What follows belongs to an exercise in optimizing a design on an open flow for small area and a short achievable clock period; a production flow would make more cautious choices. Function was not checked in any run shown here: the RTL went through the layout flow alone. Power and IR drop assume default switching activity.

[flow/design.v]
package snoop_pkg;
    typedef enum logic [1:0] {IDLE, MEASURE, REPORT} state_t;
    localparam int WORDS_PER_CH = 5;
endpackage
module snoop_channel
#(
    parameter int TKEEP_WIDTH = 64,
    parameter int CNT_WIDTH   = 20
) (
    input  logic                   clk,
    input  logic                   areset,
    input  logic                   clear,
    input  logic                   beat,
    input  logic                   last,
    input  logic [TKEEP_WIDTH-1:0] keep,
    output logic [CNT_WIDTH-1:0]   flits,
    output logic [CNT_WIDTH-1:0]   pkts,
    output logic [CNT_WIDTH-1:0]   byte_cnt,
    output logic [CNT_WIDTH-1:0]   min_size,
    output logic [CNT_WIDTH-1:0]   max_size,
    output logic                   has_pkt,
    output logic [CNT_WIDTH-1:0]   pkt_size,
    output logic                   pkt_size_valid
);
    localparam logic [CNT_WIDTH-1:0] ONES = '1;
    localparam int HW = CNT_WIDTH - 7;
    logic                 bd;        
    logic                 bl;        
    logic [6:0]          pr;        
    logic [6:0]          pr_d;
    logic [7:0]           acc_lo;
    logic [CNT_WIDTH-1:0] acc;
    logic [CNT_WIDTH-1:0] size_now;
    logic [7:0]           byte_lo;
    logic [HW-1:0]        acc_hi1;
    logic [HW-1:0]        byte_hi1;
    logic                 acc_sat;
    logic                 byte_sat;
    logic                 lt_min;
    logic                 gt_max;
    logic as1;
    logic ac2;
    logic as3;
    logic ac4;
    logic as5;
    logic ac6;
    logic as7;
    logic ac8;
    logic as9;
    logic ac10;
    logic as11;
    logic ac12;
    logic as13;
    logic ac14;
    logic as15;
    logic ac16;
    logic as17;
    logic ac18;
    logic as19;
    logic ac20;
    logic as21;
    logic ac22;
    logic as23;
    logic ac24;
    logic as25;
    logic ac26;
    logic as27;
    logic ac28;
    logic as29;
    logic ac30;
    logic as31;
    logic ac32;
    logic as33;
    logic ac34;
    logic as35;
    logic ac36;
    logic as37;
    logic ac38;
    logic as39;
    logic ac40;
    logic as41;
    logic ac42;
    logic as43;
    logic ac44;
    logic as45;
    logic ac46;
    logic as47;
    logic ac48;
    logic as49;
    logic ac50;
    logic as51;
    logic ac52;
    logic as53;
    logic ac54;
    logic as55;
    logic ac56;
    logic as57;
    logic ac58;
    logic as59;
    logic ac60;
    logic as61;
    logic ac62;
    logic ax63;
    logic as64;
    logic ac65;
    logic as66;
    logic ac67;
    logic as68;
    logic ac69;
    logic as70;
    logic ac71;
    logic as72;
    logic ac73;
    logic as74;
    logic ac75;
    logic as76;
    logic ac77;
    logic as78;
    logic ac79;
    logic as80;
    logic ac81;
    logic as82;
    logic ac83;
    logic as84;
    logic ac85;
    logic as86;
    logic ac87;
    logic as88;
    logic ac89;
    logic as90;
    logic ac91;
    logic ax92;
    logic as93;
    logic ac94;
    logic ax95;
    logic as96;
    logic ac97;
    logic as98;
    logic ac99;
    logic as100;
    logic ac101;
    logic as102;
    logic ac103;
    logic as104;
    logic ac105;
    logic ax106;
    logic as107;
    logic ac108;
    logic ax109;
    logic as110;
    logic ac111;
    logic ax112;
    logic as113;
    logic ac114;
    logic ax115;
    logic as116;
    logic ac117;
    logic ax118;
    logic as119;
    logic ac120;
    logic ax121;
    logic as122;
    logic ac123;
    logic ax124;
    logic bs125;
    logic bc126;
    logic bs127;
    logic bc128;
    logic bs129;
    logic bc130;
    logic bs131;
    logic bc132;
    logic bs133;
    logic bc134;
    logic bx135;
    logic bs136;
    logic bc137;
    logic bx138;
    logic bs139;
    logic bc140;
    logic brs141;
    logic brc142;
    logic brs143;
    logic brc144;
    logic brs145;
    logic brc146;
    logic brs147;
    logic brc148;
    logic brs149;
    logic brc150;
    logic brs151;
    logic brc152;
    logic brs153;
    logic brc154;
    logic ml155;
    logic ml156;
    logic ml157;
    logic ml158;
    logic ml159;
    logic ml160;
    logic ml161;
    logic ml162;
    logic ml163;
    logic ml164;
    logic ml165;
    logic ml166;
    logic ml167;
    logic ml168;
    logic ml169;
    logic ml170;
    logic ml171;
    logic ml172;
    logic ml173;
    logic ml174;
    logic nl175;
    logic nl176;
    logic nl177;
    logic nl178;
    logic nl179;
    logic nl180;
    logic nl181;
    logic nl182;
    logic nl183;
    logic nl184;
    logic nl185;
    logic nl186;
    logic nl187;
    logic nl188;
    logic nl189;
    logic nl190;
    logic nl191;
    logic nl192;
    logic nl193;
    logic nl194;
    assign as1 = ~(~keep[0] ^ keep[10] ^ keep[11]);
    assign ac2 = ~((~keep[0] & ~keep[10]) | (~keep[0] & ~keep[11]) | (~keep[10] & ~keep[11]));
    assign as3 = ~(~keep[12] ^ keep[13] ^ keep[14]);
    assign ac4 = ~((~keep[12] & ~keep[13]) | (~keep[12] & ~keep[14]) | (~keep[13] & ~keep[14]));
    assign as5 = ~(~keep[15] ^ keep[16] ^ keep[17]);
    assign ac6 = ~((~keep[15] & ~keep[16]) | (~keep[15] & ~keep[17]) | (~keep[16] & ~keep[17]));
    assign as7 = ~(~keep[18] ^ keep[19] ^ keep[1]);
    assign ac8 = ~((~keep[18] & ~keep[19]) | (~keep[18] & ~keep[1]) | (~keep[19] & ~keep[1]));
    assign as9 = ~(~keep[20] ^ keep[21] ^ keep[22]);
    assign ac10 = ~((~keep[20] & ~keep[21]) | (~keep[20] & ~keep[22]) | (~keep[21] & ~keep[22]));
    assign as11 = ~(~keep[23] ^ keep[24] ^ keep[25]);
    assign ac12 = ~((~keep[23] & ~keep[24]) | (~keep[23] & ~keep[25]) | (~keep[24] & ~keep[25]));
    assign as13 = ~(~keep[26] ^ keep[27] ^ keep[28]);
    assign ac14 = ~((~keep[26] & ~keep[27]) | (~keep[26] & ~keep[28]) | (~keep[27] & ~keep[28]));
    assign as15 = ~(~keep[29] ^ keep[2] ^ keep[30]);
    assign ac16 = ~((~keep[29] & ~keep[2]) | (~keep[29] & ~keep[30]) | (~keep[2] & ~keep[30]));
    assign as17 = ~(~keep[31] ^ keep[32] ^ keep[33]);
    assign ac18 = ~((~keep[31] & ~keep[32]) | (~keep[31] & ~keep[33]) | (~keep[32] & ~keep[33]));
    assign as19 = ~(~keep[34] ^ keep[35] ^ keep[36]);
    assign ac20 = ~((~keep[34] & ~keep[35]) | (~keep[34] & ~keep[36]) | (~keep[35] & ~keep[36]));
    assign as21 = ~(~keep[37] ^ keep[38] ^ keep[39]);
    assign ac22 = ~((~keep[37] & ~keep[38]) | (~keep[37] & ~keep[39]) | (~keep[38] & ~keep[39]));
    assign as23 = ~(~keep[3] ^ keep[40] ^ keep[41]);
    assign ac24 = ~((~keep[3] & ~keep[40]) | (~keep[3] & ~keep[41]) | (~keep[40] & ~keep[41]));
    assign as25 = ~(~keep[42] ^ keep[43] ^ keep[44]);
    assign ac26 = ~((~keep[42] & ~keep[43]) | (~keep[42] & ~keep[44]) | (~keep[43] & ~keep[44]));
    assign as27 = ~(~keep[45] ^ keep[46] ^ keep[47]);
    assign ac28 = ~((~keep[45] & ~keep[46]) | (~keep[45] & ~keep[47]) | (~keep[46] & ~keep[47]));
    assign as29 = ~(~keep[48] ^ keep[49] ^ keep[4]);
    assign ac30 = ~((~keep[48] & ~keep[49]) | (~keep[48] & ~keep[4]) | (~keep[49] & ~keep[4]));
    assign as31 = ~(~keep[50] ^ keep[51] ^ keep[52]);
    assign ac32 = ~((~keep[50] & ~keep[51]) | (~keep[50] & ~keep[52]) | (~keep[51] & ~keep[52]));
    assign as33 = ~(~keep[53] ^ keep[54] ^ keep[55]);
    assign ac34 = ~((~keep[53] & ~keep[54]) | (~keep[53] & ~keep[55]) | (~keep[54] & ~keep[55]));
    assign as35 = ~(~keep[56] ^ keep[57] ^ keep[58]);
    assign ac36 = ~((~keep[56] & ~keep[57]) | (~keep[56] & ~keep[58]) | (~keep[57] & ~keep[58]));
    assign as37 = ~(~keep[59] ^ keep[5] ^ keep[60]);
    assign ac38 = ~((~keep[59] & ~keep[5]) | (~keep[59] & ~keep[60]) | (~keep[5] & ~keep[60]));
    assign as39 = ~(~keep[61] ^ keep[62] ^ keep[63]);
    assign ac40 = ~((~keep[61] & ~keep[62]) | (~keep[61] & ~keep[63]) | (~keep[62] & ~keep[63]));
    assign as41 = ~(~keep[6] ^ keep[7] ^ keep[8]);
    assign ac42 = ~((~keep[6] & ~keep[7]) | (~keep[6] & ~keep[8]) | (~keep[7] & ~keep[8]));
    assign as43 = ~(~keep[9] ^ as1 ^ as11);
    assign ac44 = ~((~keep[9] & ~as1) | (~keep[9] & ~as11) | (~as1 & ~as11));
    assign as45 = ~(~as13 ^ as15 ^ as17);
    assign ac46 = ~((~as13 & ~as15) | (~as13 & ~as17) | (~as15 & ~as17));
    assign as47 = ~(~as19 ^ as21 ^ as23);
    assign ac48 = ~((~as19 & ~as21) | (~as19 & ~as23) | (~as21 & ~as23));
    assign as49 = ~(~as25 ^ as27 ^ as29);
    assign ac50 = ~((~as25 & ~as27) | (~as25 & ~as29) | (~as27 & ~as29));
    assign as51 = ~(~as3 ^ as31 ^ as33);
    assign ac52 = ~((~as3 & ~as31) | (~as3 & ~as33) | (~as31 & ~as33));
    assign as53 = ~(~as35 ^ as37 ^ as39);
    assign ac54 = ~((~as35 & ~as37) | (~as35 & ~as39) | (~as37 & ~as39));
    assign as55 = ~(~as41 ^ as5 ^ as7);
    assign ac56 = ~((~as41 & ~as5) | (~as41 & ~as7) | (~as5 & ~as7));
    assign as57 = ~(~as9 ^ as43 ^ as45);
    assign ac58 = ~((~as9 & ~as43) | (~as9 & ~as45) | (~as43 & ~as45));
    assign as59 = ~(~as47 ^ as49 ^ as51);
    assign ac60 = ~((~as47 & ~as49) | (~as47 & ~as51) | (~as49 & ~as51));
    assign ax63 = as53 ^ as55;
    assign as61 = ax63 ^ as57;
    assign ac62 = ax63 ? as57 : as53;
    assign as64 = ~(~ac10 ^ ac12 ^ ac14);
    assign ac65 = ~((~ac10 & ~ac12) | (~ac10 & ~ac14) | (~ac12 & ~ac14));
    assign as66 = ~(~ac16 ^ ac18 ^ ac2);
    assign ac67 = ~((~ac16 & ~ac18) | (~ac16 & ~ac2) | (~ac18 & ~ac2));
    assign as68 = ~(~ac20 ^ ac22 ^ ac24);
    assign ac69 = ~((~ac20 & ~ac22) | (~ac20 & ~ac24) | (~ac22 & ~ac24));
    assign as70 = ~(~ac26 ^ ac28 ^ ac30);
    assign ac71 = ~((~ac26 & ~ac28) | (~ac26 & ~ac30) | (~ac28 & ~ac30));
    assign as72 = ~(~ac32 ^ ac34 ^ ac36);
    assign ac73 = ~((~ac32 & ~ac34) | (~ac32 & ~ac36) | (~ac34 & ~ac36));
    assign as74 = ~(~ac38 ^ ac4 ^ ac40);
    assign ac75 = ~((~ac38 & ~ac4) | (~ac38 & ~ac40) | (~ac4 & ~ac40));
    assign as76 = ~(~ac42 ^ ac6 ^ ac8);
    assign ac77 = ~((~ac42 & ~ac6) | (~ac42 & ~ac8) | (~ac6 & ~ac8));
    assign as78 = ~(~ac44 ^ ac46 ^ ac48);
    assign ac79 = ~((~ac44 & ~ac46) | (~ac44 & ~ac48) | (~ac46 & ~ac48));
    assign as80 = ~(~ac50 ^ ac52 ^ ac54);
    assign ac81 = ~((~ac50 & ~ac52) | (~ac50 & ~ac54) | (~ac52 & ~ac54));
    assign as82 = ~(~ac56 ^ as64 ^ as66);
    assign ac83 = ~((~ac56 & ~as64) | (~ac56 & ~as66) | (~as64 & ~as66));
    assign as84 = ~(~as68 ^ as70 ^ as72);
    assign ac85 = ~((~as68 & ~as70) | (~as68 & ~as72) | (~as70 & ~as72));
    assign as86 = ~(~as74 ^ as76 ^ ac58);
    assign ac87 = ~((~as74 & ~as76) | (~as74 & ~ac58) | (~as76 & ~ac58));
    assign as88 = ~(~ac60 ^ as78 ^ as80);
    assign ac89 = ~((~ac60 & ~as78) | (~ac60 & ~as80) | (~as78 & ~as80));
    assign ax92 = as82 ^ as84;
    assign as90 = ax92 ^ ac62;
    assign ac91 = ax92 ? ac62 : as82;
    assign ax95 = as86 ^ as88;
    assign as93 = ax95 ^ as90;
    assign ac94 = ax95 ? as90 : as86;
    assign as96 = ~(~ac65 ^ ac67 ^ ac69);
    assign ac97 = ~((~ac65 & ~ac67) | (~ac65 & ~ac69) | (~ac67 & ~ac69));
    assign as98 = ~(~ac71 ^ ac73 ^ ac75);
    assign ac99 = ~((~ac71 & ~ac73) | (~ac71 & ~ac75) | (~ac73 & ~ac75));
    assign as100 = ~(~ac77 ^ ac79 ^ ac81);
    assign ac101 = ~((~ac77 & ~ac79) | (~ac77 & ~ac81) | (~ac79 & ~ac81));
    assign as102 = ~(~ac83 ^ ac85 ^ as96);
    assign ac103 = ~((~ac83 & ~ac85) | (~ac83 & ~as96) | (~ac85 & ~as96));
    assign ax106 = as98 ^ ac87;
    assign as104 = ax106 ^ ac89;
    assign ac105 = ax106 ? ac89 : as98;
    assign ax109 = as100 ^ as102;
    assign as107 = ax109 ^ ac91;
    assign ac108 = ax109 ? ac91 : as100;
    assign ax112 = as104 ^ ac94;
    assign as110 = ax112 ^ as107;
    assign ac111 = ax112 ? as107 : as104;
    assign ax115 = ac97 ^ ac99;
    assign as113 = ax115 ^ ac101;
    assign ac114 = ax115 ? ac101 : ac97;
    assign ax118 = ac103 ^ ac105;
    assign as116 = ax118 ^ as113;
    assign ac117 = ax118 ? as113 : ac103;
    assign ax121 = ac108 ^ as116;
    assign as119 = ax121 ^ ac111;
    assign ac120 = ax121 ? ac111 : ac108;
    assign ax124 = ac114 ^ ac117;
    assign as122 = ax124 ^ ac120;
    assign ac123 = ax124 ? ac120 : ac114;
    assign acc_lo = {1'b0, acc[6:0]} + {1'b0, 1'b0, pr[6], pr[5], pr[4], pr[3], pr[2], pr[0]} + {1'b0, 1'b0, 1'b0, 1'b0, 1'b0, 1'b0, 1'b0, pr[1]};
    assign bs125 = ~(~byte_cnt[0] ^ pr[0] ^ pr[1]);
    assign bc126 = ~((~byte_cnt[0] & ~pr[0]) | (~byte_cnt[0] & ~pr[1]) | (~pr[0] & ~pr[1]));
    assign bs127 = ~(~byte_cnt[1] ^ pr[2] ^ bc126);
    assign bc128 = ~((~byte_cnt[1] & ~pr[2]) | (~byte_cnt[1] & ~bc126) | (~pr[2] & ~bc126));
    assign bs129 = ~(~byte_cnt[2] ^ pr[3] ^ bc128);
    assign bc130 = ~((~byte_cnt[2] & ~pr[3]) | (~byte_cnt[2] & ~bc128) | (~pr[3] & ~bc128));
    assign bs131 = ~(~byte_cnt[3] ^ pr[4] ^ bc130);
    assign bc132 = ~((~byte_cnt[3] & ~pr[4]) | (~byte_cnt[3] & ~bc130) | (~pr[4] & ~bc130));
    assign bx135 = byte_cnt[4] ^ pr[5];
    assign bs133 = bx135 ^ bc132;
    assign bc134 = bx135 ? bc132 : byte_cnt[4];
    assign bx138 = byte_cnt[5] ^ pr[6];
    assign bs136 = bx138 ^ bc134;
    assign bc137 = bx138 ? bc134 : byte_cnt[5];
    assign bs139 = bs125 ^ 1'b0;
    assign bc140 = bs125 & 1'b0;
    assign byte_lo[0] = bs139;
    assign brs141 = ~(~bs127 ^ 1'b0 ^ bc140);
    assign brc142 = ~((~bs127 & ~1'b0) | (~bs127 & ~bc140) | (~1'b0 & ~bc140));
    assign byte_lo[1] = brs141;
    assign brs143 = ~(~bs129 ^ 1'b0 ^ brc142);
    assign brc144 = ~((~bs129 & ~1'b0) | (~bs129 & ~brc142) | (~1'b0 & ~brc142));
    assign byte_lo[2] = brs143;
    assign brs145 = ~(~bs131 ^ 1'b0 ^ brc144);
    assign brc146 = ~((~bs131 & ~1'b0) | (~bs131 & ~brc144) | (~1'b0 & ~brc144));
    assign byte_lo[3] = brs145;
    assign brs147 = ~(~bs133 ^ 1'b0 ^ brc146);
    assign brc148 = ~((~bs133 & ~1'b0) | (~bs133 & ~brc146) | (~1'b0 & ~brc146));
    assign byte_lo[4] = brs147;
    assign brs149 = ~(~bs136 ^ 1'b0 ^ brc148);
    assign brc150 = ~((~bs136 & ~1'b0) | (~bs136 & ~brc148) | (~1'b0 & ~brc148));
    assign byte_lo[5] = brs149;
    assign brs151 = ~(~byte_cnt[6] ^ bc137 ^ brc150);
    assign brc152 = ~((~byte_cnt[6] & ~bc137) | (~byte_cnt[6] & ~brc150) | (~bc137 & ~brc150));
    assign byte_lo[6] = brs151;
    assign brs153 = ~(~1'b0 ^ 1'b0 ^ brc152);
    assign brc154 = ~((~1'b0 & ~1'b0) | (~1'b0 & ~brc152) | (~1'b0 & ~brc152));
    assign byte_lo[7] = brs153;
    assign ml155 = (size_now[0] == min_size[0]) ? 1'b0 : min_size[0];
    assign ml156 = (size_now[1] == min_size[1]) ? ml155 : min_size[1];
    assign ml157 = (size_now[2] == min_size[2]) ? ml156 : min_size[2];
    assign ml158 = (size_now[3] == min_size[3]) ? ml157 : min_size[3];
    assign ml159 = (size_now[4] == min_size[4]) ? ml158 : min_size[4];
    assign ml160 = (size_now[5] == min_size[5]) ? ml159 : min_size[5];
    assign ml161 = (size_now[6] == min_size[6]) ? ml160 : min_size[6];
    assign ml162 = (size_now[7] == min_size[7]) ? ml161 : min_size[7];
    assign ml163 = (size_now[8] == min_size[8]) ? ml162 : min_size[8];
    assign ml164 = (size_now[9] == min_size[9]) ? ml163 : min_size[9];
    assign ml165 = (size_now[10] == min_size[10]) ? ml164 : min_size[10];
    assign ml166 = (size_now[11] == min_size[11]) ? ml165 : min_size[11];
    assign ml167 = (size_now[12] == min_size[12]) ? ml166 : min_size[12];
    assign ml168 = (size_now[13] == min_size[13]) ? ml167 : min_size[13];
    assign ml169 = (size_now[14] == min_size[14]) ? ml168 : min_size[14];
    assign ml170 = (size_now[15] == min_size[15]) ? ml169 : min_size[15];
    assign ml171 = (size_now[16] == min_size[16]) ? ml170 : min_size[16];
    assign ml172 = (size_now[17] == min_size[17]) ? ml171 : min_size[17];
    assign ml173 = (size_now[18] == min_size[18]) ? ml172 : min_size[18];
    assign ml174 = (size_now[19] == min_size[19]) ? ml173 : min_size[19];
    assign nl175 = (max_size[0] == size_now[0]) ? 1'b0 : size_now[0];
    assign nl176 = (max_size[1] == size_now[1]) ? nl175 : size_now[1];
    assign nl177 = (max_size[2] == size_now[2]) ? nl176 : size_now[2];
    assign nl178 = (max_size[3] == size_now[3]) ? nl177 : size_now[3];
    assign nl179 = (max_size[4] == size_now[4]) ? nl178 : size_now[4];
    assign nl180 = (max_size[5] == size_now[5]) ? nl179 : size_now[5];
    assign nl181 = (max_size[6] == size_now[6]) ? nl180 : size_now[6];
    assign nl182 = (max_size[7] == size_now[7]) ? nl181 : size_now[7];
    assign nl183 = (max_size[8] == size_now[8]) ? nl182 : size_now[8];
    assign nl184 = (max_size[9] == size_now[9]) ? nl183 : size_now[9];
    assign nl185 = (max_size[10] == size_now[10]) ? nl184 : size_now[10];
    assign nl186 = (max_size[11] == size_now[11]) ? nl185 : size_now[11];
    assign nl187 = (max_size[12] == size_now[12]) ? nl186 : size_now[12];
    assign nl188 = (max_size[13] == size_now[13]) ? nl187 : size_now[13];
    assign nl189 = (max_size[14] == size_now[14]) ? nl188 : size_now[14];
    assign nl190 = (max_size[15] == size_now[15]) ? nl189 : size_now[15];
    assign nl191 = (max_size[16] == size_now[16]) ? nl190 : size_now[16];
    assign nl192 = (max_size[17] == size_now[17]) ? nl191 : size_now[17];
    assign nl193 = (max_size[18] == size_now[18]) ? nl192 : size_now[18];
    assign nl194 = (max_size[19] == size_now[19]) ? nl193 : size_now[19];
    assign lt_min = ml174;
    assign gt_max = nl194;
    assign pr_d = {7{beat}} & {ac123, as122, as119, as110, as93, as61, as59};
    always_ff @(posedge clk or posedge areset) begin
        if (areset) begin
            bd <= 1'b0;
            bl <= 1'b0;
        end else begin
            bd <= beat;
            bl <= beat & last;
        end
    end
    always_ff @(posedge clk) pr <= pr_d;
    assign acc_hi1  = acc[CNT_WIDTH-1:7] + 1'b1;
    assign acc_sat  = acc_lo[7] & (&acc[CNT_WIDTH-1:7]);
    assign size_now = acc_sat ? ONES :
                      {(acc_lo[7] ? acc_hi1 : acc[CNT_WIDTH-1:7]), acc_lo[6:0]};
    assign byte_hi1 = byte_cnt[CNT_WIDTH-1:7] + 1'b1;
    assign byte_sat = byte_lo[7] & (&byte_cnt[CNT_WIDTH-1:7]);
    always_ff @(posedge clk) begin
        if (clear) begin
            flits    <= '0;
            pkts     <= '0;
            byte_cnt <= '0;
            acc      <= '0;
            has_pkt  <= 1'b0;
        end else begin
            if (bd && flits != ONES) flits <= flits + 1'b1;
            if (bl && pkts != ONES)  pkts  <= pkts + 1'b1;
            byte_cnt <= byte_sat ? ONES :
                        {(byte_lo[7] ? byte_hi1 : byte_cnt[CNT_WIDTH-1:7]), byte_lo[6:0]};
            acc      <= bl ? '0 : size_now;
            if (bl) has_pkt <= 1'b1;
        end
    end
    always_ff @(posedge clk) begin
        if (bl && (!has_pkt || lt_min)) min_size <= size_now;
        if (bl && (!has_pkt || gt_max)) max_size <= size_now;
    end
    assign pkt_size       = size_now;
    assign pkt_size_valid = bl;
endmodule
module multi_channel_snooper
#(
    parameter int NUM_CH      = 4,
    parameter int TDATA_WIDTH = 512,
    parameter int TKEEP_WIDTH = TDATA_WIDTH / 8,
    parameter int CNT_WIDTH   = 20
) (
    input  logic                          clk,
    input  logic                          areset,
    input  logic [NUM_CH*TKEEP_WIDTH-1:0] mon_TKEEP,
    input  logic [NUM_CH-1:0]             mon_TVALID,
    input  logic [NUM_CH-1:0]             mon_TREADY,
    input  logic [NUM_CH-1:0]             mon_TLAST,
    input  logic [NUM_CH-1:0]             ch_enable,
    input  logic                          measure,
    output logic [63:0]                   report_TDATA,
    output logic [7:0]                    report_TKEEP,
    output logic                          report_TVALID,
    input  logic                          report_TREADY,
    output logic                          report_TLAST,
    output logic                          busy,
    output logic [NUM_CH*CNT_WIDTH-1:0]   pkt_size,
    output logic [NUM_CH-1:0]             pkt_size_valid,
    output logic                          measure_sync_out
);
    localparam int NUM_WORDS = 1 + snoop_pkg::WORDS_PER_CH * NUM_CH;
    localparam int IDX_W     = $clog2(NUM_WORDS);
    localparam logic [CNT_WIDTH-1:0] ONES = '1;
    snoop_pkg::state_t    state;
    logic                 clear;
    logic                 in_measure;
    logic [NUM_CH-1:0]    beat;
    logic [IDX_W-1:0]     idx;
    logic [IDX_W-1:0]     nidx;
    logic                 at_last;
    logic                 next_word;
    logic [CNT_WIDTH-1:0] word;
    logic [CNT_WIDTH-1:0] cyc_data;
    logic [CNT_WIDTH-1:0] flits    [NUM_CH];
    logic [CNT_WIDTH-1:0] pkts     [NUM_CH];
    logic [CNT_WIDTH-1:0] byte_cnt [NUM_CH];
    logic [CNT_WIDTH-1:0] min_size [NUM_CH];
    logic [CNT_WIDTH-1:0] max_size [NUM_CH];
    logic [NUM_CH-1:0]    has_pkt;
    assign in_measure = (state == snoop_pkg::MEASURE);
    assign clear      = (state == snoop_pkg::IDLE) && measure;
    assign busy       = (state != snoop_pkg::IDLE);
    assign beat       = {NUM_CH{in_measure}} & mon_TVALID & mon_TREADY & ch_enable;
    assign at_last    = (idx == IDX_W'(NUM_WORDS - 1));
    assign next_word  = report_TVALID && report_TREADY;
    always_ff @(posedge clk or posedge areset) begin
        if (areset) begin
            state         <= snoop_pkg::IDLE;
            report_TVALID <= 1'b0;
        end else begin
            case (state)
                snoop_pkg::IDLE:    if (measure) state <= snoop_pkg::MEASURE;
                snoop_pkg::MEASURE: if (!measure) state <= snoop_pkg::REPORT;
                snoop_pkg::REPORT: begin
                    if (!report_TVALID) report_TVALID <= 1'b1;
                    else if (report_TREADY && at_last) begin
                        report_TVALID <= 1'b0;
                        state         <= snoop_pkg::IDLE;
                    end
                end
                default: state <= snoop_pkg::IDLE;
            endcase
        end
    end
    assign nidx = idx + 1'b1;
    always_ff @(posedge clk) begin
        if (!report_TVALID) idx <= '0;
        else if (report_TREADY) idx <= nidx;
    end
    always_ff @(posedge clk) begin
        if (clear)                               cyc_data <= '0;
        else if (in_measure && cyc_data != ONES) cyc_data <= cyc_data + 1'b1;
        else if (next_word)                      cyc_data <= word;
    end
    always_ff @(posedge clk or posedge areset) begin
        if (areset) measure_sync_out <= 1'b0;
        else        measure_sync_out <= measure;
    end
    for (genvar c = 0; c < NUM_CH; c++) begin : g_ch
        snoop_channel #(
            .TKEEP_WIDTH(TKEEP_WIDTH),
            .CNT_WIDTH  (CNT_WIDTH)
        ) u_ch (
            .clk           (clk),
            .areset        (areset),
            .clear         (clear),
            .beat          (beat[c]),
            .last          (mon_TLAST[c]),
            .keep          (mon_TKEEP[c*TKEEP_WIDTH +: TKEEP_WIDTH]),
            .flits         (flits[c]),
            .pkts          (pkts[c]),
            .byte_cnt      (byte_cnt[c]),
            .min_size      (min_size[c]),
            .max_size      (max_size[c]),
            .has_pkt       (has_pkt[c]),
            .pkt_size      (pkt_size[c*CNT_WIDTH +: CNT_WIDTH]),
            .pkt_size_valid(pkt_size_valid[c])
        );
    end
    logic [CNT_WIDTH-1:0] words [1:NUM_WORDS-1];
    logic [NUM_WORDS-1:1] sel;
    always_comb begin
        for (int k = 1; k < NUM_WORDS; k++) sel[k] = (nidx == IDX_W'(k));
        for (int c = 0; c < NUM_CH; c++) begin
            words[1 + c*5] = flits[c];
            words[2 + c*5] = pkts[c];
            words[3 + c*5] = byte_cnt[c];
            words[4 + c*5] = min_size[c];
            words[5 + c*5] = max_size[c];
            sel[4 + c*5]   = sel[4 + c*5] & has_pkt[c];
            sel[5 + c*5]   = sel[5 + c*5] & has_pkt[c];
        end
        word = '0;
        for (int k = 1; k < NUM_WORDS; k++)
            word = word | (words[k] & {CNT_WIDTH{sel[k]}});
    end
    assign report_TDATA = 64'(cyc_data);
    assign report_TKEEP = {8{report_TVALID}};
    assign report_TLAST = report_TVALID & at_last;
endmodule
[flow/flow/run.sh]
#!/bin/bash
# Layout flow: the standard layout (standard synthesis unchanged), with the port buffers
# made from a small buffer instead of the resizer's default delay cell, timing repair aiming
# for a setup slack of 8 ns at the design's clock, and a leaner clock tree. Every tool's
# output goes to a log file in this folder; ORFS keeps its per-step logs under orfs/logs/.
set -euo pipefail
bash standard.sh synth > synth.log 2>&1
bash standard.sh "BUFFER_PORTS_ARGS=-buffer_cell sky130_fd_sc_hd__buf_1" SETUP_SLACK_MARGIN=8.3 \
    "CTS_ARGS=-sink_clustering_enable -repair_clock_nets -dont_use_dummy_load -sink_clustering_size 24 -sink_clustering_max_diameter 120" finish > layout.log 2>&1
[flow/standard.sh]
#!/bin/bash
# synth_recipe.tcl (not shown) runs the flow's synth.tcl, then flattens the netlist and writes it again
# the make line also repeats each setting of config.mk as NAME=value (left out here)
make -C /OpenROAD-flow-scripts/flow DESIGN_CONFIG=/design/flow/config.mk WORK_HOME=/design/flow/orfs CLKGATE_MAP_FILE= SYNTH_SCRIPT=/design/flow/synth_recipe.tcl "${@:-finish}"
[flow/config.mk]
export PLATFORM = sky130hd
export DESIGN_NAME = multi_channel_snooper
export DESIGN_NICKNAME = multi_channel_snooper
export VERILOG_FILES = /design/flow/design.v
export SDC_FILE = /design/flow/constraint.sdc
export NUM_CORES = 4
export LEC_CHECK = 0
export CAP_MARGIN = 20
export CORE_MARGIN = 2
export CORE_UTILIZATION = 40
export SLEW_MARGIN = 20
[flow/constraint.sdc]
create_clock -name core_clock -period 14.0 [get_ports {clk}]
set_input_delay 2.8000 -clock core_clock [delete_from_list [all_inputs] [get_ports {clk}]]
set_output_delay 2.8000 -clock core_clock [all_outputs]
set_load 0.01 [all_outputs]
==> results of run 1 <==
==> worst max-delay path, stage by stage, from the launching register on <==
cell and delay [ns]:
dfxtp_4 0.35, inv_1 0.07, fa_2 0.21, buf_4 0.10, inv_1 0.04, fa_2 0.37, a21o_1 0.18, a21oi_2 0.16
o21bai_1 0.12, a21oi_2 0.16, xor2_1 0.21, and2_4 0.20, inv_2 0.05, buf_2 0.13
==> where the power goes <==
group          switching, mW  internal, mW  leakage (nW)
Combinational           1.60          1.31          9.83
Clock                  0.520         0.333         0.320
Sequential             0.126          1.76          4.70
==> synth_stat cells (42+ instances only) <==
master,count,area share
dfxtp_1,377,0.23
nor2_1,377,0.043
nand2_1,244,0.028
inv_1,217,0.025
fa_1,212,0.13
a21oi_1,210,0.032
edfxtp_1,160,0.14
xnor2_1,147,0.039
xor2_1,138,0.036
nand3_1,133,0.020
o21ai_0,133,0.020
clkbuf_1,102,0.012
and3_1,74,0.014
nand4_1,73,0.014
a22oi_1,72,0.016
nor3_1,63,0.0095
buf_4,56,0.013
a222oi_1,47,0.014
ha_1,46,0.017
a221oi_1,42,0.011
a22o_1,42,0.011
==> cell families (layout without fill, tap and decap cells) <==
family                   Yosys count  after routing  synth area share
AND/OR/NAND/NOR                 1157           1157            0.1657
AO/OA/AOI/OAI                    798            800            0.1641
flip-flops                       549            549            0.3807
buffers and inverters            389            797           0.05041
adder cells (fa/ha/maj)          295            296            0.1562
XOR/XNOR                         285            285           0.07511
multiplexers                      25             25          0.007605
other                              1             45         0.0001128
==> repair_timing <==
action,4_1_cts,5_1_grt
gates resized for setup,193,172
cloned,1,3
hold endpoints to repair,0,0
setup endpoints to repair,76,82
pin swaps,36,122
setup buffers,42,82
==> worst max path at each step <==
| stage | startpoint | to | depth (start not counted) |
|---|---|---|---|
| finish | g_ch[2].u_ch.pr[0] | pkt_size[46] | 13 |
| global route | g_ch[2].u_ch.pr[0] | pkt_size[46] | 13 |
| CTS | g_ch[3].u_ch.pr[0] | pkt_size[73] | 11 |
| detailed placement | mon_TKEEP[90] | g_ch[1].u_ch.pr[6] | 13 |
| global placement | mon_TKEEP[225] | g_ch[3].u_ch.pr[4] | 16 |
| floorplan | mon_TKEEP[49] | g_ch[0].u_ch.pr[4] | 13 |
==> area by class of cell <==
class | instances | area share
clock buffers | 26 | 0.01670
diodes | 1 | 0.00006424
repair buffers | 554 | 0.07371
well taps | 1070 | 0.03437
multi-input cells | 2607 | 0.5283
inverters | 217 | 0.02097
flip-flops and latches | 549 | 0.3259
==> state kept, by name, indices dropped and copies added, names as in the netlist <==
| register | count |
|---|---|
| g_ch.u_ch.pkts | 80 |
| report_TVALID | 1 |
| g_ch.u_ch.has_pkt | 4 |
| g_ch.u_ch.acc | 80 |
| idx | 5 |
| g_ch.u_ch.max_size | 80 |
| g_ch.u_ch.min_size | 80 |
| g_ch.u_ch.flits | 80 |
| g_ch.u_ch.bl | 4 |
| state | 2 |
| g_ch.u_ch.pr | 28 |
| g_ch.u_ch.byte_cnt | 80 |
| measure_sync_out | 1 |
| g_ch.u_ch.bd | 4 |
| cyc_data | 20 |
==> cells in the final DEF (no fill, tap or decap), types with 42 or more instances in the layout <==
cell type / count
xor2_1: 137
buf_1: 362
a222oi_1: 47
nor2_1: 357
buf_4: 156
xnor2_1: 128
nand2_1: 237
inv_1: 179
o21ai_0: 98
fa_1: 181
a21oi_1: 193
dfxtp_1: 358
a22o_1: 42
nor3_1: 51
a221oi_1: 42
conb_1: 44
nand3_1: 126
edfxtp_1: 160
and3_1: 73
a22oi_1: 72
nand4_1: 73
==> per-stage QoR <==
stage,setup slack (ns),utilization,instances,hold WS [ns],power [mW]
after floorplan,8.032,-,3542,0.4593,3.986
after global placement,7.685,0.4372,4867,0.4799,4.526
after detailed placement,7.692,0.4372,4867,0.4924,4.573
after CTS,8.258,0.4581,4936,0.5059,5.433
after global routing,8.144,0.4744,5023,0.5340,6.013
final,8.262,0.4744,5024,0.5103,5.641
==> per-layer routing <==
layer  up-vias  track usage  wire, um
li1      13296            -         -
met1     14007       0.3415     46930
met2       998       0.3861     50460
met3       123      0.02360      6682
met4         2      0.07166      3392
met5         -            0        16
==> notes.md, run 1 <==
CTS buffer count=26; Fin Setup TNS=0 ns; RSZ-0062 raised after global routing=true; reg2reg setup slack=8.90 ns; cells on worst reg2reg path=14; CTS tree=done; FF-to-FF Start=g_ch[3].u_ch.pr[0]; layout cells sized above 1=0.1371; Seq/Total Area, Yosys=0.3807; Final Max Slew Viols=0; drt drc=0; Mapped Area=0.03323 sq mm; Longest Clk Path Bufs=3; Fill cells=7800; Area after DPL=0.03590 sq mm; global-route wire length before repair=159.7 mm; Post-synth EDFFs=160; final setup violation count=0; status=finished clean; wire per inst=21.39 um; CTS sink cnt=549; Die Height=292.2 um; nets@finish=4489; Worst Path Required=11.20 ns; # IOs=436; Area Growth Syn to Fin=17.22%; vias per cell=5.658; Final Skew=0.03057 ns; Post-Route WL=107.5 mm; vias in the first global route=26127; Slew Limit Headroom=0.2584; Synth Flop Type=dfxtp_1; htree depth=1; Initial DRC Count=2659; synthesis-stage register bit count=549; Sequential Area=0.01270 sq mm; fraction of registers with async set/reset=0.02186; fin crit share=0.4099; initial antenna violation count=2; maximum vdd drop=0.0001414 V; cts-stage hold buffer count=0; Yosys cell types=87; worst slew pin tran=1.102 ns; Initial Util=0.4047; R2R Path End=g_ch[3].u_ch.byte_cnt[1]; final-report hold violation count=0; via count=28426; number of max-cap violations=0; Finished Cell Area=0.03895 sq mm; clock root buffer master=clkbuf_16; core footprint=0.08211 sq mm; Worst Setup Start Kind=flip-flop; Mean Syn Cell Area=9.498 sq um; CP Capture Type=output pin; Multi-input gate area=0.02058 sq mm; Synth Instances=3499; Peak Freq=174.3 MHz; Worst-path clk slew=0.10 ns; Die X=292.2 um; worst skew pair latency=0.61 ns; GR Overflow Total=0; pin count of the biggest net entering global routing=78; PortBufs=391; Final min period=5.738 ns; YS warnings=9; Hold EP=g_ch[1].u_ch.flits[1]; P_leak=14.85 nW; post-DP HPWL=82.37 mm; die footprint=0.08540 sq mm; worst hold-check path type=flip-flop to flip-flop; RePlAce Congestion=0.8856; 1st-pass router iterations=6; GRT Resource Usage Total=0.2397; crit path kind=flip-flop to output pin; CP arrival=2.94 ns; worst-path fanout max=4; row count=105; post-route ant nets=0; hold path start=g_ch[1].u_ch.flits[1]; hold path cells=2; PD cells=144.8 mW/mm^2
==> run 2, diff against run 1 <==
--- a/flow/flow/run.sh
+++ b/flow/flow/run.sh
@@ -7,3 +7,3 @@
 bash standard.sh synth > synth.log 2>&1
-bash standard.sh "BUFFER_PORTS_ARGS=-buffer_cell sky130_fd_sc_hd__buf_1" SETUP_SLACK_MARGIN=8.3 \
+bash standard.sh "BUFFER_PORTS_ARGS=-buffer_cell sky130_fd_sc_hd__buf_1" SETUP_SLACK_MARGIN=8.6 TNS_END_PERCENT=5 \
     "CTS_ARGS=-sink_clustering_enable -repair_clock_nets -dont_use_dummy_load -sink_clustering_size 24 -sink_clustering_max_diameter 120" finish > layout.log 2>&1
==> run 2 against run 1 <==
  * Highest routed layer is now met4
  * Critical path depth down 4
  * Critical path type unchanged
  * Die area unchanged
  * Worst hold slack worse by 0.0058 ns
  * Non-clock buffer count down 18
  * Count of clock-buffer cells in the layout up 1
  * Design area down 1.3%
  * Utilization down 0.64 points
  * Clock power up 0.9%
  * First-iteration DRC count about the same
  * Still clean
  * Clock skew up 0.012 ns
  * Synthesized area unchanged
  * Via count down 1.1%
  * Largest power group unchanged
==> notes.md, run 2 <==
PortBufs=391 (unchanged); RePlAce Congestion=0.9159 (+3.4%); final-report hold violation count=0 (unchanged); fin crit share=0.4114 (+0.001499); synthesis-stage register bit count=549 (unchanged); core footprint=0.08211 sq mm (unchanged); top cells by area, synth=dfxtp_1 (23%), edfxtp_1 (14%), fa_1 (13%); post-DP HPWL=81.97 mm (-0.48%); P_leak=14.63 nW (-1.5%); R2R Path End=g_ch[2].u_ch.min_size[10]; Mapped Area=0.03323 sq mm (unchanged); reg2reg setup slack=8.35 ns (-0.55 ns); hold path cells=2 (unchanged); Synth top area share=0.2271 (unchanged); Area Growth Syn to Fin=15.65%; Post-synth EDFFs=160 (unchanged); via count=28115 (-1.1%); Final Skew=0.04224 ns (+0.01167 ns); Synth Instances=3499 (unchanged); die footprint=0.08540 sq mm (unchanged); CTS buffer count=27 (+3.8%); Fill cells=7762 (-0.49%); row count=105 (unchanged); YS warnings=9 (unchanged); worst hold-check path type=flip-flop to flip-flop; Worst-path clk slew=0.10 ns (about the same); Worst Setup Start Kind=flip-flop; htree depth=1 (unchanged); CP arrival=2.96 ns (+0.02 ns); wire per inst=21.17 um (-1.1%); hold path start=g_ch[1].u_ch.flits[1]; Layout Cells excl Fill=5006 (-0.36%); worst slew pin tran=1.095 ns (-0.007138 ns); clock root buffer master=clkbuf_16; post-route ant nets=0 (unchanged); vias per cell=5.616 (-0.74%); Post-Route WL=106.0 mm (-1.4%); final setup violation count=0 (unchanged); Final Max Slew Viols=0 (unchanged); 1st-pass router iterations=6 (unchanged); cells on worst reg2reg path=38 (+24); Longest Clk Path Bufs=3 (unchanged); worst-path fanout max=5 (+1); drt drc=0 (unchanged); vias in the first global route=26675 (+2.1%); Synth top cells by count=dfxtp_1 (377), nor2_1 (377), nand2_1 (244), inv_1 (217), fa_1 (212); Yosys cell types=87 (unchanged); # IOs=436 (unchanged); Final min period=5.759 ns (+0.02099 ns); Initial Util=0.4047 (unchanged); Peak Freq=173.6 MHz (-0.36%); Hold EP=g_ch[1].u_ch.flits[1]; Slowest cell on crit path=dfxtp_4; global-route wire length before repair=160.7 mm (+0.67%); number of max-cap violations=0 (unchanged); CP Capture Type=output pin; Slew Limit Headroom=0.2632 (+0.004802); Worst Path Required=11.20 ns (about the same); Synth Flop Type=dfxtp_1; crit path kind=flip-flop to output pin; layout cells sized above 1=0.1154 (-0.02171); GRT Resource Usage Total=0.2408 (+0.001039); Yosys top cell by area=dfxtp_1; PD cells=142.1 mW/mm^2 (-1.9%); placed cell count=4867 (unchanged); Fin Setup TNS=0 ns (unchanged); pin count of the biggest net entering global routing=89 (+14%); CTS sink cnt=549 (unchanged); Sequential Area=0.01269 sq mm (about the same); GR Overflow Total=0 (unchanged); Die X=292.2 um (unchanged); CTS tree=done; critical path cell sequence=ha_1, nor2b_1, o21a_2, o211ai_1, nand2_2, nand4_1, mux2i_4, inv_1, buf_2; Multi-input gate area=0.02024 sq mm (-1.7%); Initial DRC Count=2661 (+0.075%); nets@finish=4470 (-0.42%); maximum vdd drop=0.0001041 V (-26%); fraction of registers with async set/reset=0.02186 (unchanged); commonest non-fill, non-tap cell in the layout=buf_1; max incr delay on CP=0.39 ns (+0.02 ns); Mean Syn Cell Area=9.498 sq um (unchanged); status=finished clean; worst skew pair latency=0.60 ns (about the same); Seq/Total Area, Yosys=0.3807 (unchanged); RSZ-0062 raised after global routing=true; most frequent cells in the layout=buf_1 (376), nor2_1 (362), dfxtp_1 (357); Die Height=292.2 um (unchanged); FF-to-FF Start=g_ch[2].u_ch.acc[0]; initial antenna violation count=1 (-1)
[run 2: where the power goes]
group,switching (mW),internal [mW]
logic,1.51,1.21
registers,0.127,1.76
clock network,0.517,0.345
total,2.15,3.31
[run 2: worst max path at each step]
stage / from / end / slack (ns) / cells after the start
6_report: g_ch[0].u_ch.pr[2] / pkt_size[17] / 8.24 / 9
2_1_floorplan: mon_TKEEP[49] / g_ch[0].u_ch.pr[4] / 8.03 / 13
5_1_grt: g_ch[1].u_ch.pr[0] / pkt_size[37] / 8.14 / 13
3_3_place_gp: mon_TKEEP[215] / g_ch[3].u_ch.pr[6] / 7.73 / 15
3_5_place_dp: mon_TKEEP[0] / g_ch[0].u_ch.pr[6] / 7.70 / 14
4_1_cts: g_ch[1].u_ch.pr[0] / pkt_size[26] / 8.26 / 11
[run 2: per-layer routing]
layer | global-route usage | wire (um) | vias up
li1 | - | - | 13240
met1 | 0.3434 | 46700 | 13685
met2 | 0.3885 | 48860 | 1044
met3 | 0.01988 | 6636 | 146
met5 | 0 | 0 | -
met4 | 0.07619 | 3772 | 0
[run 2: layout make-up]
type	count	area share
diodes	2	0.0001302
repair buffers	536	0.06931
well taps	1070	0.03483
flip-flops and latches	549	0.3303
clock buffers	27	0.01758
inverters	217	0.02132
multi-input cells	2605	0.5265
[run 2: stage by stage]
step                      hold WS (ns)    util  cell area [sq um]  worst slack, ns  total power [mW]
after detailed placement        0.4854  0.4367              35860            7.697             4.530
after global routing            0.5299  0.4680              38430            8.141             5.857
final                           0.5045  0.4681              38430            8.241             5.460
after global placement          0.4817  0.4364              35840            7.731             4.487
after floorplan                 0.4593       -              33590            8.030             3.937
after CTS                       0.4995  0.4618              37920            8.265             5.394
[run 2: cell families (layout without fill, tap and decap cells)]
logic type,count (synthesis),after routing,share of synthesized area
simple gates,1157,1157,0.1657
other cells,1,46,0.0001128
mux,25,25,0.007605
fa+ha+maj,295,295,0.1562
flops,549,549,0.3807
xor+xnor,285,285,0.07511
buf+inv,389,780,0.05041
compound gates,798,799,0.1641
[run 2: what timing repair did]
item,4_1_cts,5_1_grt
gates cloned,1,1
setup endpoints to repair,92,97
hold buffers,0,0
pin swaps,44,32
resized for setup,198,67
buffers inserted,81,26
[run 2: critical path, delay by kind of cell (launching register included)]
kind | cells | cell delay (ns)
compound gates | 2 | 0.59
simple gates | 3 | 0.56
flops | 1 | 0.39
mux | 1 | 0.30
fa+ha+maj | 1 | 0.26
buf+inv | 2 | 0.26
==> run 3, diff against run 2 <==
--- a/flow/flow/run.sh
+++ b/flow/flow/run.sh
@@ -7,3 +7,3 @@
 bash standard.sh synth > synth.log 2>&1
-bash standard.sh "BUFFER_PORTS_ARGS=-buffer_cell sky130_fd_sc_hd__buf_1" SETUP_SLACK_MARGIN=8.6 TNS_END_PERCENT=5 \
+bash standard.sh "BUFFER_PORTS_ARGS=-buffer_cell sky130_fd_sc_hd__buf_1" SETUP_SLACK_MARGIN=8.9 TNS_END_PERCENT=5 \
     "CTS_ARGS=-sink_clustering_enable -repair_clock_nets -dont_use_dummy_load -sink_clustering_size 24 -sink_clustering_max_diameter 120" finish > layout.log 2>&1
==> run 3 against run 2 <==
  * Non-clock buffer count rose by 5
  * Fmax hardly changed
  * Count of clock-buffer cells in the layout did not move
  * Power fell by 0.39%
  * Via count barely moved
  * Design area up 0.27%
  * Synthesized cell count did not move
  * Worst hold slack got worse by 0.0041 ns
  * Combinational power about the same
  * Critical path depth unchanged
  * Die area unchanged
  * Highest routed layer unchanged
==> notes.md, run 3 <==
commonest non-fill, non-tap cell in the layout=buf_1; YS warnings=9 (unchanged); Synth top area share=0.2271 (unchanged); most frequent cells in the layout=buf_1 (374), nor2_1 (361), dfxtp_1 (355); PD cells=141.1 mW/mm^2 (-0.66%); maximum vdd drop=0.0001059 V (+1.7%); kind of cell adding the most delay to the critical path=compound AO/OA/AOI/OAI gates; htree depth=1 (unchanged); die footprint=0.08540 sq mm (unchanged); Mean Syn Cell Area=9.498 sq um (unchanged); row count=105 (unchanged); PortBufs=391 (unchanged); Final Max Slew Viols=0 (unchanged); post-route ant nets=0 (unchanged); via count=28132 (+0.060%); CP Capture Type=output pin; number of max-cap violations=0 (unchanged); P_leak=14.67 nW (+0.28%); critical path cell sequence=ha_1, nor2b_1, o21a_2, o211ai_1, nand2_2, nand4_1, mux2i_4, inv_1, buf_2; post-DP HPWL=81.97 mm (unchanged); Final min period=5.760 ns (+0.001040 ns); Post-Route WL=106.1 mm (+0.11%); RePlAce Congestion=0.9159 (unchanged); Worst Setup Start Kind=flip-flop; worst hold-check path type=flip-flop to flip-flop; Die X=292.2 um (unchanged); Peak Freq=173.6 MHz (about the same); Die Height=292.2 um (unchanged); CTS tree=done; Yosys cell types=87 (unchanged); initial antenna violation count=1 (unchanged); Fill cells=7751 (-0.14%); vias in the first global route=26681 (+0.022%); final-report hold violation count=0 (unchanged); Mapped Area=0.03323 sq mm (unchanged); crit path kind=flip-flop to output pin; top cells by area, synth=dfxtp_1 (23%), edfxtp_1 (14%), fa_1 (13%); clock root buffer master=clkbuf_16; Final Skew=0.04353 ns (+0.001292 ns); 1st-pass router iterations=6 (unchanged); Post-synth EDFFs=160 (unchanged); Total Power=5.439 mW (-0.39%); Multi-input gate area=0.02027 sq mm (+0.16%); worst skew pair latency=0.61 ns (about the same); Final WS setup=8.240 ns (-0.001040 ns); CP arrival=2.96 ns (about the same); Worst-path clk slew=0.10 ns (about the same); Post-Place Worst Slack=7.697 ns (unchanged); CTS buffer count=27 (unchanged); Worst Path Required=11.20 ns (about the same); Longest Clk Path Bufs=3 (unchanged); Fin Setup TNS=0 ns (unchanged); fraction of registers with async set/reset=0.02186 (unchanged); placed cell count=4867 (unchanged); GRT Resource Usage Total=0.2408 (about the same); core footprint=0.08211 sq mm (unchanged); Finished Core Util=0.4693 (+0.001249); Synth top cells by count=dfxtp_1 (377), nor2_1 (377), nand2_1 (244), inv_1 (217), fa_1 (212); vias per cell=5.613 (about the same); Seq/Total Area, Yosys=0.3807 (unchanged); Synth Instances=3499 (unchanged); drt drc=0 (unchanged); wire per inst=21.17 um (about the same); CTS sink cnt=549 (unchanged); Slowest cell on crit path=dfxtp_4; status=finished clean; worst slew pin tran=1.129 ns (+0.03369 ns); RSZ-0062 raised after global routing=true; # IOs=436 (unchanged); Synth Flop Type=dfxtp_1; Sequential Area=0.01270 sq mm (about the same); Slew Limit Headroom=0.2406 (-0.02267); Layout Cells excl Fill=5012 (+0.12%); GR Overflow Total=0 (unchanged); buffers and inverters on the worst path=2 (unchanged); final setup violation count=0 (unchanged); Yosys top cell by area=dfxtp_1; worst-path fanout max=5 (unchanged); Area Growth Syn to Fin=15.96%; pin count of the biggest net entering global routing=89 (unchanged); max incr delay on CP=0.39 ns (about the same); nets@finish=4475 (+0.11%); cts-stage hold buffer count=0 (unchanged); layout cells sized above 1=0.1206 (+0.005185); Initial DRC Count=2804 (+5.4%); global-route wire length before repair=160.7 mm (about the same); fin crit share=0.4114 (about the same); synthesis-stage register bit count=549 (unchanged); Initial Util=0.4047 (unchanged)
run 3: worst paths after layout:
kind | startpoint | to | slack [ns] | depth (start not counted)
worst max-delay path | g_ch[0].u_ch.pr[2] | pkt_size[17] | 8.24 | 9
worst min-delay path | g_ch[1].u_ch.flits[1] | g_ch[1].u_ch.flits[1] | 0.50 | 2
worst max register to register | g_ch[2].u_ch.acc[0] | g_ch[2].u_ch.min_size[10] | 8.35 | 38
worst min register to register | g_ch[1].u_ch.flits[1] | g_ch[1].u_ch.flits[1] | 0.50 | 2
max in group asynchronous | areset | state[0] | 11.00 | 2
min in group asynchronous | areset | measure_sync_out | 2.38 | 2
run 3: timing repair:
| action | 4_1_cts | 5_1_grt |
|---|---|---|
| setup endpoints to repair | 116 | 157 |
| endpoints found under the hold margin | 0 | 0 |
| cloned | 1 | 1 |
| pin swaps | 45 | 31 |
| gates resized for setup | 204 | 90 |
| setup buffers | 82 | 30 |
run 3: per-layer routing:
layer / part of all wire / global-route usage / vias up / wire [um]
met2: 0.46 / 0.3885 / 1048 / 49070
met4: 0.035 / 0.07619 / 0 / 3740
met3: 0.069 / 0.01988 / 147 / 7372
met5: 0 / 0 / - / 0
met1: 0.43 / 0.3434 / 13698 / 45900
li1: - / - / 13239 / -
run 3: cell type report:
class                   count  share of cell area
diodes                      3           0.0001948
clock buffers              27             0.01753
inverters                 217             0.02133
multi-input cells        2605              0.5260
flip-flops and latches    549              0.3295
well taps                1070             0.03474
repair buffers            541             0.07075
run 3: cell families after synthesis:
kind of cell / after synthesis / synth area share
buf+inv: 389 / 0.05041
xor+xnor: 285 / 0.07511
simple gates: 1157 / 0.1657
compound gates: 798 / 0.1641
flops: 549 / 0.3807
mux: 25 / 0.007605
other cells: 1 / 0.0001128
fa+ha+maj: 295 / 0.1562
run 3: stage by stage:
step / cell area (sq um) / hold WS [ns]
after floorplan: 33590 / 0.4593
after global placement: 35840 / 0.4817
after detailed placement: 35860 / 0.4854
after CTS: 37940 / 0.4995
after global routing: 38530 / 0.5299
final: 38540 / 0.5004
run 3: report_power, final:
| group | internal (mW) | total, mW | switching [mW] |
|---|---|---|---|
| clock network | 0.345 | 0.862 | 0.517 |
| registers | 1.76 | 1.88 | 0.127 |
| logic | 1.19 | 2.69 | 1.51 |
run 3: tightest hold or removal path: cells and delay by family, from the launching register on:
family,cells,cell delay [ns]
AO/OA/AOI/OAI,1,0.05
flip-flops,1,0.35
AND/OR/NAND/NOR,1,0.06

[re-timing with driven ports]
Ports are ideal in the flow. The routed layouts listed here were re-timed in OpenROAD. Step 1 sets driving cells, clkbuf_16 on the clock port and buf_2 on the other inputs (assumed; they add their load-dependent delay and slew). Step 2 adds t to the input delays and takes it off the output delays; t is the mean of the earliest and latest rising clock arrival at the registers after step 1. Input paths then give back, and output paths get back, about the clock's delay inside the block. Three values: ideal, step 1, step 2; two values: the first two.
run | shift t [ns] | setup slack, ns | hold WS [ns] | worst setup path at the end | slew at the worst register clock pin (ns)
run 1 | 0.655 | 8.262 / 8.201 / 7.743 | 0.510 / 0.510 / 0.510 | input to register | 0.11 / 0.11
run 2 | 0.644 | 8.241 / 8.180 / 7.713 | 0.505 / 0.505 / 0.505 | input to register | 0.10 / 0.10
run 3 | 0.644 | 8.240 / 8.179 / 7.735 | 0.500 / 0.500 / 0.500 | input to register | 0.11 / 0.11
After both steps every run listed still meets setup and hold. The setup slack of run 2, which loses most, moves by -0.061 ns with the drivers and by -0.528 ns with both steps.
